This is an optimization exercise on Yosys and OpenROAD, whose aim is small area and a short achievable clock period, not a production implementation. The RTL was checked by simulation tests, not by an equivalence proof against the original design. The clock port is modelled as an ideal driver; clocking choices that lean on that would not hold on a real chip. No activity file was given, so power comes from the tool's default toggle rates.

## east
==> flow/design.v <==
package ddr_mux_pkg;
	localparam int addr_width    = 32;
	localparam int data_width    = 32;
	localparam int num_ports     = 4;
	localparam int req_depth     = 4;
	localparam int tag_depth     = 33;
	typedef logic [addr_width-1:0] ddr_addr_t;
	typedef logic [data_width-1:0] ddr_data_t;
endpackage
`timescale 1ns/100ps
module sync_fifo #(
	parameter int width = 32
)
(
	input  logic                  rst,
	input  logic                  afi_phy_clk,
	input  logic [width-1:0]      data,
	input  logic                  req,
	input  logic                  pop,
	output logic [3:0][width-1:0] slots,
	output logic [3:0]            head,
	output logic                  ready,
	output logic                  pending
);
	logic [3:0] wr_sel;
	logic [3:0] wr_next;
	logic [3:0] head_next;
	logic       push;
	logic       fills;
	logic       drains;
	assign push      = req && ready;
	assign wr_next   = {wr_sel[2:0], wr_sel[3]};
	assign head_next = {head[2:0], head[3]};
	assign fills     = |(wr_next & head);
	assign drains    = |(head_next & wr_sel);
	always_ff @(posedge afi_phy_clk)
	begin
		for (int k = 0; k < 4; k++)
		begin
			if (ready && wr_sel[k])
			begin
				slots[k] <= data;
			end
		end
	end
	always_ff @(posedge afi_phy_clk)
	begin
		if (rst)
		begin
			wr_sel  <= 4'b0001;
			head    <= 4'b0001;
			ready   <= 1'b1;
			pending <= 1'b0;
		end
		else
		begin
			if (pop)
			begin
				head <= head_next;
			end
			if (push)
			begin
				wr_sel <= wr_next;
			end
			if (push && !pop)
			begin
				ready   <= !fills;
				pending <= 1'b1;
			end
			else if (pop && !push)
			begin
				ready   <= 1'b1;
				pending <= !drains;
			end
		end
	end
endmodule
`timescale 1ns/100ps
module port_arbiter
(
	input  logic                   rst,
	input  logic                   afi_phy_clk,
	input  logic                   local_init_done,
	input  logic                   local_ready,
	input  logic [1:0][3:0][63:0]  wr_slots,
	input  logic [1:0][3:0][31:0]  rd_slots,
	input  logic [3:0][3:0]        head,
	input  logic [3:0]             pending,
	output logic [3:0]             pop,
	output logic                   tag_push,
	output logic                   tag_hi,
	output ddr_mux_pkg::ddr_addr_t local_address,
	output ddr_mux_pkg::ddr_data_t local_wdata,
	output logic                   local_write_req,
	output logic                   local_read_req
);
	logic       cmd_hi;
	logic [3:0] last_mask;
	logic [3:0] avail;
	logic [1:0] pick;
	logic       any;
	logic [3:0] pick_oh;
	ddr_mux_pkg::ddr_addr_t next_address;
	ddr_mux_pkg::ddr_data_t next_wdata;
	assign last_mask[0] = local_write_req && !cmd_hi;
	assign last_mask[1] = local_read_req  && !cmd_hi;
	assign last_mask[2] = local_write_req &&  cmd_hi;
	assign last_mask[3] = local_read_req  &&  cmd_hi;
	assign avail = pending & ~last_mask;
	assign any   = |avail;
	always_comb
	begin
		if (avail[0])      pick = 2'd0;
		else if (avail[1]) pick = 2'd1;
		else if (avail[2]) pick = 2'd2;
		else               pick = 2'd3;
	end
	assign pick_oh[0] = avail[0];
	assign pick_oh[1] = !avail[0] && avail[1];
	assign pick_oh[2] = !avail[0] && !avail[1] && avail[2];
	assign pick_oh[3] = !avail[0] && !avail[1] && !avail[2];
	always_comb
	begin
		next_address = '0;
		next_wdata   = '0;
		for (int i = 0; i < 2; i++)
		begin
			for (int k = 0; k < 4; k++)
			begin
				next_address = next_address
					| ({32{pick_oh[2*i]   && head[2*i][k]}}   & wr_slots[i][k][63:32])
					| ({32{pick_oh[2*i+1] && head[2*i+1][k]}} & rd_slots[i][k]);
				next_wdata   = next_wdata
					| ({32{(pick[1] == 1'(i)) && head[2*i][k]}} & wr_slots[i][k][31:0]);
			end
		end
	end
	always_ff @(posedge afi_phy_clk)
	begin
		if (rst || !local_init_done)
		begin
			local_write_req <= 1'b0;
			local_read_req  <= 1'b0;
			pop             <= '0;
			tag_push        <= 1'b0;
		end
		else
		begin
			pop      <= '0;
			tag_push <= 1'b0;
			if (local_ready)
			begin
				local_write_req <= any && !pick[0];
				local_read_req  <= any &&  pick[0];
				pop[pick]       <= any;
				tag_push        <= any && pick[0];
			end
		end
	end
	always_ff @(posedge afi_phy_clk)
	begin
		if (local_ready)
		begin
			cmd_hi        <= pick[1];
			local_address <= next_address;
			local_wdata   <= next_wdata;
		end
	end
	assign tag_hi = cmd_hi;
endmodule
`timescale 1ns/100ps
module read_return_router
(
	input  logic                   rst,
	input  logic                   afi_phy_clk,
	input  logic                   tag_push,
	input  logic                   tag_hi,
	input  ddr_mux_pkg::ddr_data_t local_rdata,
	input  logic                   local_rdata_valid,
	output ddr_mux_pkg::ddr_data_t rdata,
	output logic [1:0]             rport_data_valid
);
	logic [ddr_mux_pkg::tag_depth-1:0] tags;
	logic [5:0]                        tag_last;
	logic                              tag_q;
	logic [5:0]                        last_keep;
	logic [5:0]                        last_pop;
	assign tag_q = tags[tag_last];
	assign last_keep = tag_push ? tag_last + 6'd1 : tag_last;
	assign last_pop  = tag_push ? tag_last : tag_last - 6'd1;
	always_ff @(posedge afi_phy_clk)
	begin
		if (tag_push)
		begin
			tags <= {tags[ddr_mux_pkg::tag_depth-2:0], tag_hi};
		end
	end
	always_ff @(posedge afi_phy_clk)
	begin
		if (rst)
		begin
			tag_last         <= '1;
			rport_data_valid <= '0;
		end
		else
		begin
			tag_last         <= local_rdata_valid ? last_pop : last_keep;
			rport_data_valid <= {local_rdata_valid && tag_q, local_rdata_valid && !tag_q};
		end
	end
	always_ff @(posedge afi_phy_clk)
	begin
		rdata <= local_rdata;
	end
endmodule
`timescale 1ns/100ps
module mux_ddr_access
(
	input  logic                   rst,
	input  logic                   afi_phy_clk,
	input  ddr_mux_pkg::ddr_addr_t [1:0] wport_addr,
	input  ddr_mux_pkg::ddr_data_t [1:0] wport_data,
	input  logic [1:0]             wport_req,
	output logic [1:0]             wport_ready,
	input  ddr_mux_pkg::ddr_addr_t [1:0] rport_addr,
	input  logic [1:0]             rport_req,
	output logic [1:0]             rport_ready,
	output ddr_mux_pkg::ddr_data_t rport_data,
	output logic [1:0]             rport_data_valid,
	input  logic                   local_init_done,
	input  logic                   local_ready,
	input  ddr_mux_pkg::ddr_data_t local_rdata,
	input  logic                   local_rdata_valid,
	output ddr_mux_pkg::ddr_addr_t local_address,
	output ddr_mux_pkg::ddr_data_t local_wdata,
	output logic                   local_write_req,
	output logic                   local_read_req
);
	logic [1:0][3:0][63:0]        wr_slots;
	logic [1:0][3:0][31:0]        rd_slots;
	logic [3:0][3:0]              head;
	logic [3:0]                   pending;
	logic [3:0]                   pop;
	logic                         tag_push;
	logic                         tag_hi;
	for (genvar i = 0; i < 2; i++)
	begin : g_req
		sync_fifo #(.width(64)) wr_fifo_i (
			.rst         (rst),
			.afi_phy_clk (afi_phy_clk),
			.data        ({wport_addr[i], wport_data[i]}),
			.req         (wport_req[i]),
			.pop         (pop[2*i]),
			.slots       (wr_slots[i]),
			.head        (head[2*i]),
			.ready       (wport_ready[i]),
			.pending     (pending[2*i])
		);
		sync_fifo #(.width(32)) rd_fifo_i (
			.rst         (rst),
			.afi_phy_clk (afi_phy_clk),
			.data        (rport_addr[i]),
			.req         (rport_req[i]),
			.pop         (pop[2*i+1]),
			.slots       (rd_slots[i]),
			.head        (head[2*i+1]),
			.ready       (rport_ready[i]),
			.pending     (pending[2*i+1])
		);
	end
	port_arbiter port_arbiter_i (
		.rst             (rst),
		.afi_phy_clk     (afi_phy_clk),
		.local_init_done (local_init_done),
		.local_ready     (local_ready),
		.wr_slots        (wr_slots),
		.rd_slots        (rd_slots),
		.head            (head),
		.pending         (pending),
		.pop             (pop),
		.tag_push        (tag_push),
		.tag_hi          (tag_hi),
		.local_address   (local_address),
		.local_wdata     (local_wdata),
		.local_write_req (local_write_req),
		.local_read_req  (local_read_req)
	);
	read_return_router read_return_router_i (
		.rst               (rst),
		.afi_phy_clk       (afi_phy_clk),
		.tag_push          (tag_push),
		.tag_hi            (tag_hi),
		.local_rdata       (local_rdata),
		.local_rdata_valid (local_rdata_valid),
		.rdata             (rport_data),
		.rport_data_valid  (rport_data_valid)
	);
endmodule
`timescale 1ns/100ps
module ddr_port_mux
(
	input  logic        afi_phy_clk,
	input  logic        rst,
	input  logic [31:0] wport0_addr,
	input  logic [31:0] wport0_data,
	input  logic [31:0] wport2_addr,
	input  logic [31:0] wport2_data,
	input  logic [1:0]  wport_req,
	output logic [1:0]  wport_ready,
	input  logic [31:0] rport1_addr,
	input  logic [31:0] rport3_addr,
	input  logic [1:0]  rport_req,
	output logic [1:0]  rport_ready,
	output logic [31:0] rport1_data,
	output logic [31:0] rport3_data,
	output logic [1:0]  rport_data_valid,
	input  logic        local_init_done,
	input  logic        local_ready,
	input  logic [31:0] local_rdata,
	input  logic        local_rdata_valid,
	output logic [31:0] local_address,
	output logic [31:0] local_wdata,
	output logic        local_write_req,
	output logic        local_read_req
);
	ddr_mux_pkg::ddr_addr_t [ddr_mux_pkg::num_ports/2-1:0] wport_addr;
	ddr_mux_pkg::ddr_data_t [ddr_mux_pkg::num_ports/2-1:0] wport_data;
	ddr_mux_pkg::ddr_addr_t [ddr_mux_pkg::num_ports/2-1:0] rport_addr;
	ddr_mux_pkg::ddr_data_t rport_data;
	assign wport_addr[0] = wport0_addr;
	assign wport_addr[1] = wport2_addr;
	assign wport_data[0] = wport0_data;
	assign wport_data[1] = wport2_data;
	assign rport_addr[0] = rport1_addr;
	assign rport_addr[1] = rport3_addr;
	assign rport1_data   = rport_data;
	assign rport3_data   = rport_data;
	mux_ddr_access mux_ddr_access_i (
		.rst               (rst),
		.afi_phy_clk       (afi_phy_clk),
		.wport_addr        (wport_addr),
		.wport_data        (wport_data),
		.wport_req         (wport_req),
		.wport_ready       (wport_ready),
		.rport_addr        (rport_addr),
		.rport_req         (rport_req),
		.rport_ready       (rport_ready),
		.rport_data        (rport_data),
		.rport_data_valid  (rport_data_valid),
		.local_init_done   (local_init_done),
		.local_ready       (local_ready),
		.local_rdata       (local_rdata),
		.local_rdata_valid (local_rdata_valid),
		.local_address     (local_address),
		.local_wdata       (local_wdata),
		.local_write_req   (local_write_req),
		.local_read_req    (local_read_req)
	);
endmodule
Settings: LEC_CHECK=0, CAP_MARGIN=20, CORE_MARGIN=2, CORE_UTILIZATION=65, CTS_CLUSTER_DIAMETER=60, CTS_CLUSTER_SIZE=30, SETUP_SLACK_MARGIN=5, SLEW_MARGIN=20; clock period 8.0 ns.
standard.sh (not shown) runs the stock make flow with config.mk's settings and CLKGATE_MAP_FILE= SYNTH_SCRIPT=/design/flow/synth_recipe.tcl, a recipe that flattens the netlist after the stock synthesis.
==> flow/flow/run.sh <==
#!/bin/bash
# standard layout with a tighter setup margin for repair_timing, small port
# buffers, free resizing, and the clock tree's root buffer dropped after CTS
set -euo pipefail
export POST_CTS_TCL=$PWD/flow/noroot.tcl
bash standard.sh SETUP_SLACK_MARGIN=5.4 "BUFFER_PORTS_ARGS=-buffer_cell sky130_fd_sc_hd__buf_1" MATCH_CELL_FOOTPRINT=0 POST_CTS_TCL=$PWD/flow/noroot.tcl finish > standard_flow.log 2>&1
==> flow/flow/noroot.tcl <==
set block [ord::get_db_block]
proc sink_iterms {net} {
  set l {}
  foreach it [$net getITerms] { if {[$it isInputSignal]} { lappend l $it } }
  return $l
}
set pnet [[$block findBTerm afi_phy_clk] getNet]
set roots [sink_iterms $pnet]
if {[llength $roots] == 1} {
  set root [[lindex $roots 0] getInst]
  set rnet [[$root findITerm X] getNet]
  set loads [sink_iterms $rnet]
  set ok [expr {[llength $loads] >= 1 && [llength $loads] <= 4}]
  foreach l $loads {
    if {![string match sky130_fd_sc_hd__clkbuf_* [[[$l getInst] getMaster] getName]]} { set ok 0 }
  }
  if {$ok} {
    puts "noroot: removing [$root getName], port now drives [llength $loads] buffers"
    [lindex $roots 0] disconnect
    foreach l $loads { $l disconnect; $l connect $pnet }
    [$root findITerm X] disconnect
    odb::dbInst_destroy $root
    odb::dbNet_destroy $rnet
  } else {
    puts "noroot: tree shape not as expected, left unchanged"
  }
}
estimate_parasitics -placement
Setup changes, east to west
-- flow/design.v --
<<< east, line 24
);
	logic [3:0] wr_sel;
	logic [3:0] wr_next;
	logic [3:0] head_next;
	logic       push;
	logic       fills;
	logic       drains;
	assign push      = req && ready;
	assign wr_next   = {wr_sel[2:0], wr_sel[3]};
	assign head_next = {head[2:0], head[3]};
	assign fills     = |(wr_next & head);
	assign drains    = |(head_next & wr_sel);
	always_ff @(posedge afi_phy_clk)
	begin
>>> west, line 24
);
	logic [3:0] wr_sel;
	logic [2:0] cnt;
	logic [2:0] cnt_push;
	logic [2:0] cnt_hold;
	logic       push;
	assign push     = req && ready;
	assign cnt_push = pop ? cnt : cnt + 3'd1;
	assign cnt_hold = pop ? cnt - 3'd1 : cnt;
	always_ff @(posedge afi_phy_clk)
	begin
<<< east, line 50
			wr_sel  <= 4'b0001;
			head    <= 4'b0001;
			ready   <= 1'b1;
			pending <= 1'b0;
>>> west, line 47
			wr_sel  <= 4'b0001;
			head    <= 4'b0001;
			cnt     <= '0;
			ready   <= 1'b1;
			pending <= 1'b0;
<<< east, line 57
			if (pop)
			begin
				head <= head_next;
			end
			if (push)
			begin
				wr_sel <= wr_next;
			end
			if (push && !pop)
			begin
				ready   <= !fills;
				pending <= 1'b1;
			end
			else if (pop && !push)
			begin
				ready   <= 1'b1;
				pending <= !drains;
			end
		end
>>> west, line 55
			if (pop)
			begin
				head <= {head[2:0], head[3]};
			end
			if (push)
			begin
				wr_sel  <= {wr_sel[2:0], wr_sel[3]};
				cnt     <= cnt_push;
				ready   <= (cnt_push != 3'd4);
				pending <= 1'b1;
			end
			else
			begin
				cnt     <= cnt_hold;
				ready   <= (cnt_hold != 3'd4);
				pending <= (cnt_hold != 3'd0);
			end
		end
--- outcome ---
- Going from east to west, horizontal die dimension grows by 0.77%.
- Diff east..west | clock slew at the register clock pins of the worst setup and hold paths | negligible
- Re detailed-routing wirelength on met1: east and west aren't equal, and the higher value belongs to west.
- Number of sequential cells up 12 in west wrt east
- Worst-case reg-to-reg path depth was lower in the run labelled west.
- Diff east -> west: core utilization increased by 0.19 points relative to the old numbers; final routed wirelength across all metal layers decreased by about 1.7% relative to the old numbers.
- Delta (west minus east): height of the die now sits higher; met3 routing resource usage after global routing picked up an extra 2.6 points; area occupied by multi-input gates climbed about 5%; final cell count now sits higher.
- In west relative to east, total power draw had gone up by a few percent.
- east and west ended up with roughly the same via count.
- Cmp east and west / maximum number of pins on one net before global-route repair / higher: east

## separate check: timing with driven ports
No port has a modelled driver above. Below, the same layouts with a new extraction and two added sets of constraints.
Step 1 assumes that a clkbuf_16 drives the clock port and a buf_2 every other input.
Step 2, shift: input delay + t, output delay - t, t = (earliest + latest rising clock arrival at the registers) / 2. This alone moves slack from input paths to output paths.
Slacks: ideal ports / drivers / drivers and shift; pairs: ideal ports / drivers.
run	t (ns)	setup WS [ns]	worst setup path at the end	worst register clock-pin slew, ns	cell pins on the clock port's net
east	0.558	5.341 / 5.213 / 4.924	input to register	0.11 / 0.11	4
west	0.564	5.318 / 5.190 / 4.948	input to register	0.11 / 0.11	4
After both steps every run listed still meets setup and hold. For east, which loses most, drivers alone change the setup slack by -0.128 ns; drivers and shift together by -0.417 ns.
